From an optimization exercise on the open Yosys and OpenROAD flow, aimed at a short achievable clock period and few clock cycles per item; shortcuts taken in it are not production practice.
Only simulation tests tie the RTL to the original design; equivalence was not proved.
Power and IR drop assume default switching activity.

==> design.v <==
package lc4_pkg;
  typedef enum logic [3:0] {
    OP_BR    = 4'h0,
    OP_ARITH = 4'h1,
    OP_LOGIC = 4'h5,
    OP_LDR   = 4'h6,
    OP_STR   = 4'h7,
    OP_CONST = 4'h9,
    OP_JMP   = 4'hc
  } opcode_e;
  typedef enum logic [2:0] {
    ALU_ADD,       
    ALU_SUB,
    ALU_AND,
    ALU_PASS_IMM,  
    ALU_ADDR       
  } alu_op_e;
  typedef struct packed {
    logic [2:0] rd;
    logic [2:0] rs;
    logic [2:0] rt;
    logic       rs_re;
    logic       rt_re;      
    logic       rf_we;      
    logic       is_load;
    logic       is_store;
    logic       is_branch;
    logic       is_jump;
    alu_op_e    alu_op;
    logic [2:0] br_nzp;
  } ctrl_t;
  typedef struct packed {
    logic        valid;
    logic [15:0] pc;
    logic [15:0] insn;
    ctrl_t       ctrl;
    logic [15:0] imm;
    logic [15:0] rs_data;
    logic [15:0] rt_data;
  } dx_t;
  typedef struct packed {
    logic        valid;
    logic [15:0] pc;
    logic [15:0] insn;
    ctrl_t       ctrl;
    logic [15:0] result;      
    logic [2:0]  nzp;
    logic [15:0] store_data;
  } xm_t;
  typedef struct packed {
    logic        valid;
    logic [15:0] pc;
    logic [15:0] insn;
    ctrl_t       ctrl;
    logic [15:0] result;      
    logic [2:0]  nzp;         
  } mw_t;
  typedef struct packed {
    logic        we;
    logic [15:0] addr;
    logic [15:0] wdata;
  } dmem_req_t;
  typedef struct packed {
    logic        valid;
    logic [15:0] pc;
    logic [15:0] insn;
    logic        rf_we;
    logic [2:0]  wsel;
    logic [15:0] wdata;
    logic        nzp_we;
    logic [2:0]  nzp;
  } trace_t;
  function automatic logic [2:0] nzp_of(input logic [15:0] value);
    nzp_of = {value[15], value == 16'h0000, !value[15] && (value != 16'h0000)};
  endfunction
endpackage
`timescale 1ns/1ps
module lc4_decoder (
  input  logic [15:0]    i_insn,
  output lc4_pkg::ctrl_t o_ctrl,
  output logic [15:0]    o_imm
);
  always_comb begin
    o_ctrl        = '0;             
    o_ctrl.alu_op = lc4_pkg::ALU_ADD;
    o_ctrl.rd     = i_insn[11:9];
    o_ctrl.rs     = i_insn[8:6];
    o_ctrl.rt     = i_insn[2:0];
    o_imm         = '0;
    case (i_insn[15:12])
      lc4_pkg::OP_BR: begin
        o_ctrl.is_branch = 1'b1;
        o_ctrl.br_nzp    = i_insn[11:9];               
        o_imm            = {{7{i_insn[8]}}, i_insn[8:0]};
      end
      lc4_pkg::OP_ARITH: begin
        if (i_insn[5]) begin                           
          o_ctrl.rs_re = 1'b1;
          o_ctrl.rf_we = 1'b1;
          o_imm        = {{11{i_insn[4]}}, i_insn[4:0]};
        end else if (i_insn[5:3] == 3'b000 || i_insn[5:3] == 3'b010) begin
          o_ctrl.rs_re  = 1'b1;
          o_ctrl.rt_re  = 1'b1;
          o_ctrl.rf_we  = 1'b1;
          o_ctrl.alu_op = i_insn[4] ? lc4_pkg::ALU_SUB : lc4_pkg::ALU_ADD;
        end
      end
      lc4_pkg::OP_LOGIC: begin
        if (i_insn[5]) begin                           
          o_ctrl.rs_re  = 1'b1;
          o_ctrl.rf_we  = 1'b1;
          o_ctrl.alu_op = lc4_pkg::ALU_AND;
          o_imm         = {{11{i_insn[4]}}, i_insn[4:0]};
        end else if (i_insn[5:3] == 3'b000) begin
          o_ctrl.rs_re  = 1'b1;
          o_ctrl.rt_re  = 1'b1;
          o_ctrl.rf_we  = 1'b1;
          o_ctrl.alu_op = lc4_pkg::ALU_AND;
        end
      end
      lc4_pkg::OP_LDR: begin
        o_ctrl.rs_re   = 1'b1;                         
        o_ctrl.rf_we   = 1'b1;
        o_ctrl.is_load = 1'b1;
        o_ctrl.alu_op  = lc4_pkg::ALU_ADDR;
        o_imm          = {{10{i_insn[5]}}, i_insn[5:0]};
      end
      lc4_pkg::OP_STR: begin
        o_ctrl.rs_re    = 1'b1;
        o_ctrl.rt_re    = 1'b1;
        o_ctrl.rt       = i_insn[11:9];                
        o_ctrl.is_store = 1'b1;
        o_ctrl.alu_op   = lc4_pkg::ALU_ADDR;
        o_imm           = {{10{i_insn[5]}}, i_insn[5:0]};
      end
      lc4_pkg::OP_CONST: begin
        o_ctrl.rf_we  = 1'b1;
        o_ctrl.alu_op = lc4_pkg::ALU_PASS_IMM;
        o_imm         = {{7{i_insn[8]}}, i_insn[8:0]};
      end
      lc4_pkg::OP_JMP: begin
        if (i_insn[11]) begin                          
          o_ctrl.is_jump = 1'b1;
          o_imm          = {{5{i_insn[10]}}, i_insn[10:0]};
        end
      end
      default: ;
    endcase
  end
endmodule
`timescale 1ns/1ps
module lc4_regfile (
  input  logic                   gwe,
  input  logic                   i_reset,
  input  logic [2:0]             i_rs_sel,
  input  logic [2:0]             i_rt_sel,
  output logic [16-1:0] o_rs_data,
  output logic [16-1:0] o_rt_data,
  input  logic [2:0]             i_wsel,
  input  logic [16-1:0] i_wdata,
  input  logic                   i_we,
  input  logic [2:0]             i_nzp,
  input  logic                   i_nzp_we,
  output logic [2:0]             o_nzp
);
  logic [16-1:0] regs [8];
  logic [2:0]             nzp_q;
  always_ff @(posedge gwe) begin
    if (i_reset) begin
      for (int i = 0; i < 8; i++) regs[i] <= '0;
    end else if (i_we) begin
      regs[i_wsel] <= i_wdata;
    end
  end
  always_ff @(posedge gwe) begin
    if (i_reset) begin
      nzp_q <= 3'b000;
    end else if (i_nzp_we) begin
      nzp_q <= i_nzp;
    end
  end
  assign o_rs_data = (i_we && i_wsel == i_rs_sel) ? i_wdata : regs[i_rs_sel];
  assign o_rt_data = (i_we && i_wsel == i_rt_sel) ? i_wdata : regs[i_rt_sel];
  assign o_nzp     = nzp_q;
endmodule
`timescale 1ns/1ps
module lc4_execute (
  input  lc4_pkg::dx_t           i_dx,
  input  lc4_pkg::xm_t           i_xm,         
  input  logic [2:0]             i_mw_wsel,
  input  logic                   i_mw_we,
  input  logic [16-1:0] i_mw_result,
  input  logic [2:0]             i_mw_nzp,
  input  logic [2:0]             i_nzp,        
  output logic [16-1:0] o_result,
  output logic [2:0]             o_nzp,
  output logic [16-1:0] o_store_data,
  output logic                   o_redirect,
  output logic [16-1:0] o_target
);
  logic                   m_we;
  logic [16-1:0] a_op;
  logic [16-1:0] rt_val;
  logic [16-1:0] b_op;
  logic [2:0]             br_src;
  logic                   taken;
  function automatic logic [16-1:0] pick(input logic [2:0] sel,
                                                  input logic [16-1:0] rdata);
    if (m_we && i_xm.ctrl.rd == sel) begin
      pick = i_xm.result;
    end else if (i_mw_we && i_mw_wsel == sel) begin
      pick = i_mw_result;
    end else begin
      pick = rdata;
    end
  endfunction
  assign m_we   = i_xm.valid && i_xm.ctrl.rf_we;
  always_comb begin
    a_op   = pick(i_dx.ctrl.rs, i_dx.rs_data);
    rt_val = pick(i_dx.ctrl.rt, i_dx.rt_data);
  end
  assign b_op   = i_dx.ctrl.rt_re ? rt_val : i_dx.imm;    
  always_comb begin
    case (i_dx.ctrl.alu_op)
      lc4_pkg::ALU_SUB:      o_result = a_op - b_op;
      lc4_pkg::ALU_AND:      o_result = a_op & b_op;
      lc4_pkg::ALU_PASS_IMM: o_result = i_dx.imm;
      lc4_pkg::ALU_ADDR:     o_result = a_op + i_dx.imm;    
      default:               o_result = a_op + b_op;
    endcase
  end
  assign o_nzp        = lc4_pkg::nzp_of(o_result);
  assign o_store_data = rt_val;                             
  always_comb begin
    if (m_we) begin
      br_src = i_xm.nzp;
    end else if (i_mw_we) begin
      br_src = i_mw_nzp;
    end else begin
      br_src = i_nzp;
    end
  end
  assign taken      = |(i_dx.ctrl.br_nzp & br_src);
  assign o_redirect = i_dx.valid && ((i_dx.ctrl.is_branch && taken) || i_dx.ctrl.is_jump);
  assign o_target   = i_dx.pc + 16'd1 + i_dx.imm;           
endmodule
`timescale 1ns/1ps
module lc4_core (
  input  logic                   gwe,
  input  logic                   i_reset,
  output logic [16-1:0] o_imem_addr,
  input  logic [16-1:0] i_imem_data,
  output logic                   o_dmem_we,
  output logic [16-1:0] o_dmem_addr,
  output logic [16-1:0] o_dmem_wdata,
  input  logic [16-1:0] i_dmem_rdata,
  output logic                   o_trace_valid,
  output logic [16-1:0] o_trace_pc,
  output logic [16-1:0] o_trace_insn,
  output logic                   o_trace_rf_we,
  output logic [2:0]             o_trace_wsel,
  output logic [16-1:0] o_trace_wdata,
  output logic                   o_trace_nzp_we,
  output logic [2:0]             o_trace_nzp
);
  logic [16-1:0] pc_q;
  logic [16-1:0] pc_next;
  logic                   fd_valid;
  logic [16-1:0] fd_pc;
  logic [16-1:0] fd_insn;
  lc4_pkg::ctrl_t         d_ctrl;
  logic [16-1:0] d_imm;
  logic [16-1:0] d_rs_data;
  logic [16-1:0] d_rt_data;
  logic [2:0]             rf_nzp;
  logic                   ld_stall;
  lc4_pkg::dx_t           dx_d, dx_q;
  lc4_pkg::xm_t           xm_d, xm_q, m_fwd;
  lc4_pkg::mw_t           mw_d, mw_q;
  logic [16-1:0] x_result;
  logic [2:0]             x_nzp;
  logic [16-1:0] x_store_data;
  logic                   x_redirect;
  logic [16-1:0] x_target;
  logic                   w_we;
  logic [2:0]             w_nzp;
  assign o_imem_addr = pc_q;
  assign pc_next = x_redirect ? x_target : (ld_stall ? pc_q : pc_q + 16'd1);
  always_ff @(posedge gwe) begin
    if (i_reset) begin
      pc_q     <= 16'h8200;
      fd_valid <= 1'b0;
    end else begin
      pc_q <= pc_next;
      if (x_redirect) begin
        fd_valid <= 1'b0;                     
      end else if (!ld_stall) begin
        fd_valid <= 1'b1;
      end
    end
  end
  always_ff @(posedge gwe) begin
    if (i_reset) begin
      fd_pc   <= '0;
      fd_insn <= '0;
    end else if (!ld_stall) begin             
      fd_pc   <= pc_q;
      fd_insn <= i_imem_data;
    end
  end
  lc4_decoder u_decoder (
    .i_insn (fd_insn),
    .o_ctrl (d_ctrl),
    .o_imm  (d_imm)
  );
  lc4_regfile u_regfile (
    .gwe       (gwe),
    .i_reset   (i_reset),
    .i_rs_sel  (d_ctrl.rs),
    .i_rt_sel  (d_ctrl.rt),
    .o_rs_data (d_rs_data),
    .o_rt_data (d_rt_data),
    .i_wsel    (mw_q.ctrl.rd),
    .i_wdata   (mw_q.result),
    .i_we      (w_we),
    .i_nzp     (w_nzp),
    .i_nzp_we  (w_we),                        
    .o_nzp     (rf_nzp)
  );
  assign ld_stall = fd_valid && dx_q.valid && dx_q.ctrl.is_load &&
                    ((d_ctrl.rs_re && d_ctrl.rs == dx_q.ctrl.rd) ||
                     (d_ctrl.rt_re && d_ctrl.rt == dx_q.ctrl.rd));
  always_comb begin
    dx_d.valid   = fd_valid && !x_redirect && !ld_stall;    
    dx_d.pc      = fd_pc;
    dx_d.insn    = fd_insn;
    dx_d.ctrl    = d_ctrl;
    dx_d.imm     = d_imm;
    dx_d.rs_data = d_rs_data;
    dx_d.rt_data = d_rt_data;
  end
  lc4_execute u_execute (
    .i_dx         (dx_q),
    .i_xm         (m_fwd),
    .i_mw_wsel    (mw_q.ctrl.rd),
    .i_mw_we      (w_we),
    .i_mw_result  (mw_q.result),
    .i_mw_nzp     (w_nzp),
    .i_nzp        (rf_nzp),
    .o_result     (x_result),
    .o_nzp        (x_nzp),
    .o_store_data (x_store_data),
    .o_redirect   (x_redirect),
    .o_target     (x_target)
  );
  always_comb begin
    xm_d.valid      = dx_q.valid;
    xm_d.pc         = dx_q.pc;
    xm_d.insn       = dx_q.insn;
    xm_d.ctrl       = dx_q.ctrl;
    xm_d.result     = x_result;
    xm_d.nzp        = x_nzp;
    xm_d.store_data = x_store_data;
  end
  assign o_dmem_we    = xm_q.valid && xm_q.ctrl.is_store;
  assign o_dmem_addr  = xm_q.result;
  assign o_dmem_wdata = xm_q.store_data;
  always_comb begin
    m_fwd = xm_q;
    if (xm_q.ctrl.is_load) begin
      m_fwd.result = i_dmem_rdata;
      m_fwd.nzp    = lc4_pkg::nzp_of(i_dmem_rdata);
    end
  end
  always_comb begin
    mw_d.valid  = xm_q.valid;
    mw_d.pc     = xm_q.pc;
    mw_d.insn   = xm_q.insn;
    mw_d.ctrl   = xm_q.ctrl;
    mw_d.result = m_fwd.result;
    mw_d.nzp    = xm_q.nzp;
  end
  always_ff @(posedge gwe) begin
    if (i_reset) begin
      dx_q <= '0;
      xm_q <= '0;
      mw_q <= '0;
    end else begin
      dx_q <= dx_d;
      xm_q <= xm_d;
      mw_q <= mw_d;
    end
  end
  assign w_we  = mw_q.valid && mw_q.ctrl.rf_we;
  assign w_nzp = mw_q.ctrl.is_load ? lc4_pkg::nzp_of(mw_q.result) : mw_q.nzp;
  always_comb begin
    o_trace_valid  = mw_q.valid;
    o_trace_pc     = mw_q.pc;
    o_trace_insn   = mw_q.insn;
    o_trace_rf_we  = w_we;
    o_trace_wsel   = mw_q.ctrl.rd;
    o_trace_wdata  = mw_q.result;
    o_trace_nzp_we = w_we;
    o_trace_nzp    = w_nzp;
  end
endmodule
==> run.sh <==
#!/bin/bash
# synth_recipe.tcl (not shown) runs the flow's synth.tcl, then flattens the netlist and writes it again
# the make line also repeats each setting of config.mk as NAME=value (left out here)
make -C /OpenROAD-flow-scripts/flow DESIGN_CONFIG=/design/flow/config.mk WORK_HOME=/design/flow/orfs CLKGATE_MAP_FILE= SYNTH_SCRIPT=/design/flow/synth_recipe.tcl finish
==> config.mk <==
export PLATFORM = sky130hd
export DESIGN_NAME = lc4_core
export DESIGN_NICKNAME = lc4_core
export VERILOG_FILES = /design/flow/design.v
export SDC_FILE = /design/flow/constraint.sdc
export NUM_CORES = 4
export LEC_CHECK = 0
export CAP_MARGIN = 20
export CORE_MARGIN = 2
export CORE_UTILIZATION = 40
export SLEW_MARGIN = 20
==> constraint.sdc <==
create_clock -name core_clock -period 7.5 [get_ports {gwe}]
set_input_delay 1.5000 -clock core_clock [delete_from_list [all_inputs] [get_ports {gwe}]]
set_output_delay 1.5000 -clock core_clock [all_outputs]
set_load 0.01 [all_outputs]
==> run summary <==
- Status: no timing/DRC/antenna violations
- Top cell type's share of synthesized area: 27.29%
- Critical path buffers and inverters: 2
- Max stage delay on crit path: 0.59 ns
- # Post-CTS Setup Buffers: 0
- Final instance area: 0.02242 mm^2
- GPL Wtd Cong: 0.9529
- CP endpoint kind: flop
- Cts hold-fix bufs: 0
- Final setup vio count: 0
- Cells after Synth: 1,993
- DRC viols: 0
- First-pass GRT wire length: 84,900 um
- CTS tree: built
- CTS resizes: 0
- DP HPWL: 37,980 um
- Hold wc startpoint: xm_q[87]$_SDFF_PP0_
- Via density: between 5 and 6
- Max_slew headroom: 26.52%
- FP Rows: 81
- Area of the multi-input gates: 0.009328 mm^2
- Clock latency (worst-skew pair): 0.57 ns
- Reg2Reg Setup Slack: around 1.1 ns
- Library cells used by synthesis: 82
- Hold path depth: 1
- IO Count: 140
- Post-synth top area cell: dfxtp_1
- FF+latch count, synth: between 300 and 400
- Vias: 14,590
- Avg Inst Size Synth: 9.828 um^2
- DR WL/cell: 21.02 um
- Leak: 8.738 nW
- Worst Path Max Fanout: 18
- Commonest cells after routing, fill and taps aside: 266 x dfxtp_1, 195 x nand2_1, 176 x nor2_1
- CTS Root Cell: clkbuf_16
- Slowest cell on the critical path: xnor2_2
- Routed met2 length: 26,470 um
- IO Port Bufs: 139
- Metal-1 WL: 24,080 um
- Syn_nets: 2,061
- EDFF count, synth: approximately 130
- Largest net degree at the start of global routing: 104
- Sequential share of the synthesized area: between 40 and 50%
- Setup Crit Path Kind: flop to flop
- PwrDens: 220.0 mW/mm^2
- # diodes: 0
- CTS Buf Count: 43
- Vias in the first global route: 14,140
- Tmin final: roughly 6.4 ns
- Reg clk slew, reported paths: 0.06 ns
- Longest Clk Path Bufs: 3
- Die area: roughly 0.05 mm^2
- Hold Path Class: flop to flop
- Area contributors post-synth: dfxtp_1 27%, edfxtp_1 20%, and2_1 4.7%
- Chip Width: roughly 230 um
- Synth-to-layout area growth: 14.46%
- Antenna violations before repair: 0
- Setup crit end: xm_q[16]$_SDFF_PP0_
- Detail Route Antenna Nets: 0
- Req. time, crit path: 7.96 ns
- Most used flip-flop cell after synthesis: dfxtp_1
- Peak supply drop: 155.2 uV
- Drt first pass iters: 5
- Fmax: 0.1568 GHz
- Placed insts: approximately 2,600
- DR iter-0 viols: 1,047
- Cell family with most CP delay: compound AO/OA/AOI/OAI gates
- Critical path depth in cells: 18
- TNS Setup: 0 ns
- Total Wirelength: roughly 56,000 um
- # Max-Cap Violations: 0
- Post-synthesis async set-or-reset flop share: 0%
- Highest metal used: met4
- Unrepaired setup endpoints after global routing: false
- Most common cell after layout, fill and taps aside: dfxtp_1
- Initial Util: about two fifths
- YS warnings: 4
- Fill cells: between 4,000 and 5,000
- R2R cell count: 18
- Final cell count without fillers: 2,663
- Die height: 225.3 um
- GRT Resource Usage Total: 21.91%
- Worst Skew: 0.02818 ns
- Metal3 WL: 3822 um
- Final-report hold violation count: 0
- Cell Chain, Critical Path: xnor2_2, nand4_2, a221o_2, a31o_2, inv_1, ha_1, a221oi_1, inv_1, ha_1, a21oi_1, o211ai_1, o41ai_1, o2111ai_1, a31oi_1, o21bai_1, a21oi_1, xnor3_1, a2111oi_1
- Worst r2r src: mw_q[50]$_SDFF_PP0_
- Slew Viols, Final: 0
- Sink Count: slightly below 400
- Crit path launch: mw_q[50]$_SDFF_PP0_
- NumNets Final: 2,076
- Critical path launch point type: flop
- FF-to-FF End: xm_q[16]$_SDFF_PP0_
- Placed Area: 0.02103 mm^2
- H-tree levels: 2
- Layout cells sized above 1: 9.799%
- CP arrival: 6.83 ns
- Synth Cell Area: 0.01959 mm^2
- Worst Max-Slew Pin Slew: between 1 and 1.5 ns
- GRT overflow: 0
- Sequential cell area: ~0.0092 mm^2
- Core area: 0.04865 mm^2
- Final period util: 85.02%
==> Yosys cell counts (all sizes together), types with 9 or more instances <==
cell type  number
or3            10
nor4           18
dfxtp         267
nor2b         115
a21oi          61
inv            25
and3           49
a31oi          30
a22oi          13
a211oi         46
mux2           17
nor2          176
xor2           36
nand2b         11
buf           102
edfxtp        128
a311oi         17
and2          147
o21ai          36
clkbuf        101
nor3           24
ha             32
a221o          12
a31o           11
nand3          62
mux2i          80
mux4           32
o211ai         10
xnor2          40
nand2         197
nand4           9
==> worst min path at each step <==
stage | end | slack (ns)
final | mw_q[71]$_SDFF_PP0_ | 0.43
after global routing | mw_q[65]$_SDFF_PP0_ | 0.45
after CTS | mw_q[71]$_SDFF_PP0_ | 0.44
after detailed placement | xm_q[70]$_SDFF_PP0_ | 0.42
after global placement | mw_q[61]$_SDFF_PP0_ | 0.42
after floorplan | mw_q[41]$_SDFF_PP0_ | 0.41
==> final cells by class <==
class	instances	area share [%]
Multi-Input combinational cell	1368	41.61
Sequential cell	395	40.99
Timing Repair Buffer	173	7.350
Clock buffer	58	5.101
Tap cell	622	3.471
Clock inverter	20	1.027
Inverter	27	0.4521
==> per-layer routing <==
layer / up-vias / GRT usage, %
met5: - / 0
met4: 0 / 7.627
met3: 97 / 3.325
met2: 481 / 36.44
met1: 7029 / 29.08
li1: 6983 / -
==> metrics by stage <==
step	utilization, %	setup slack, ns	hold WS [ns]	power (mW)
after floorplan	-	2.016	0.4138	2.693
after global routing	46.09	0.5961	0.4478	5.112
after global placement	43.23	0.9027	0.4199	2.872
after CTS	46.05	1.137	0.4376	4.974
after detailed placement	43.23	0.7821	0.4245	2.875
final	46.09	1.123	0.4271	4.932
==> kinds of logic after synthesis <==
family	Yosys count	synth area share, %
multiplexers	129	8.745
XOR/XNOR	77	3.628
buffers and inverters	230	6.030
AND/OR/NAND/NOR	838	21.85
adder cells (fa/ha/maj)	34	2.249
AO/OA/AOI/OAI	290	10.59
flip-flops	395	46.91
==> state kept, by name (all words and copies together), names as in the netlist <==
register and count:
xm_q 70, u_regfile.regs 128, fd_pc 16, u_regfile.nzp_q 3, fd_insn 16, pc_q 16
mw_q 54, dx_q 91, fd_valid 1
==> power by group <==
group	total (mW)	internal, mW	switching (mW)
logic	0.486	0.204	0.282
registers	2.35	2.28	0.0678
clock network	2.10	1.24	0.855
Testbench counts, summed over its fixed seeds: cycles 27,659, insns 20,801.

-- static timing again, ports no longer ideal --
The flow's constraints put no driver on any port. The routed layout listed below was extracted and timed again, unchanged, in two steps.
Step 1 (the two cells are an assumption about what drives the block):
set clk [get_ports {gwe}]
set_driving_cell -lib_cell sky130_fd_sc_hd__clkbuf_16 $clk
set_driving_cell -lib_cell sky130_fd_sc_hd__buf_2 [delete_from_list [all_inputs] $clk]
Step 2 moves the port delays by t, midway between the first and last clock arrival at a register: inputs arrive t later, outputs are due t later. That takes back most of the time a late clock gives input paths.
Three values: ideal, step 1, step 2; two values: the first two.
shift t [ns]: 0.609
slack for setup (ns): 1.123 / 1.123 / 0.737
hold WS [ns]: 0.427 / 0.427 / 0.427
worst setup path after step 2: input to register
worst slew at a driven data input, ns: 0.04
After both steps this run still meets setup and hold. For this run, drivers alone change the setup slack by 0.000 ns; drivers and shift together by -0.386 ns.
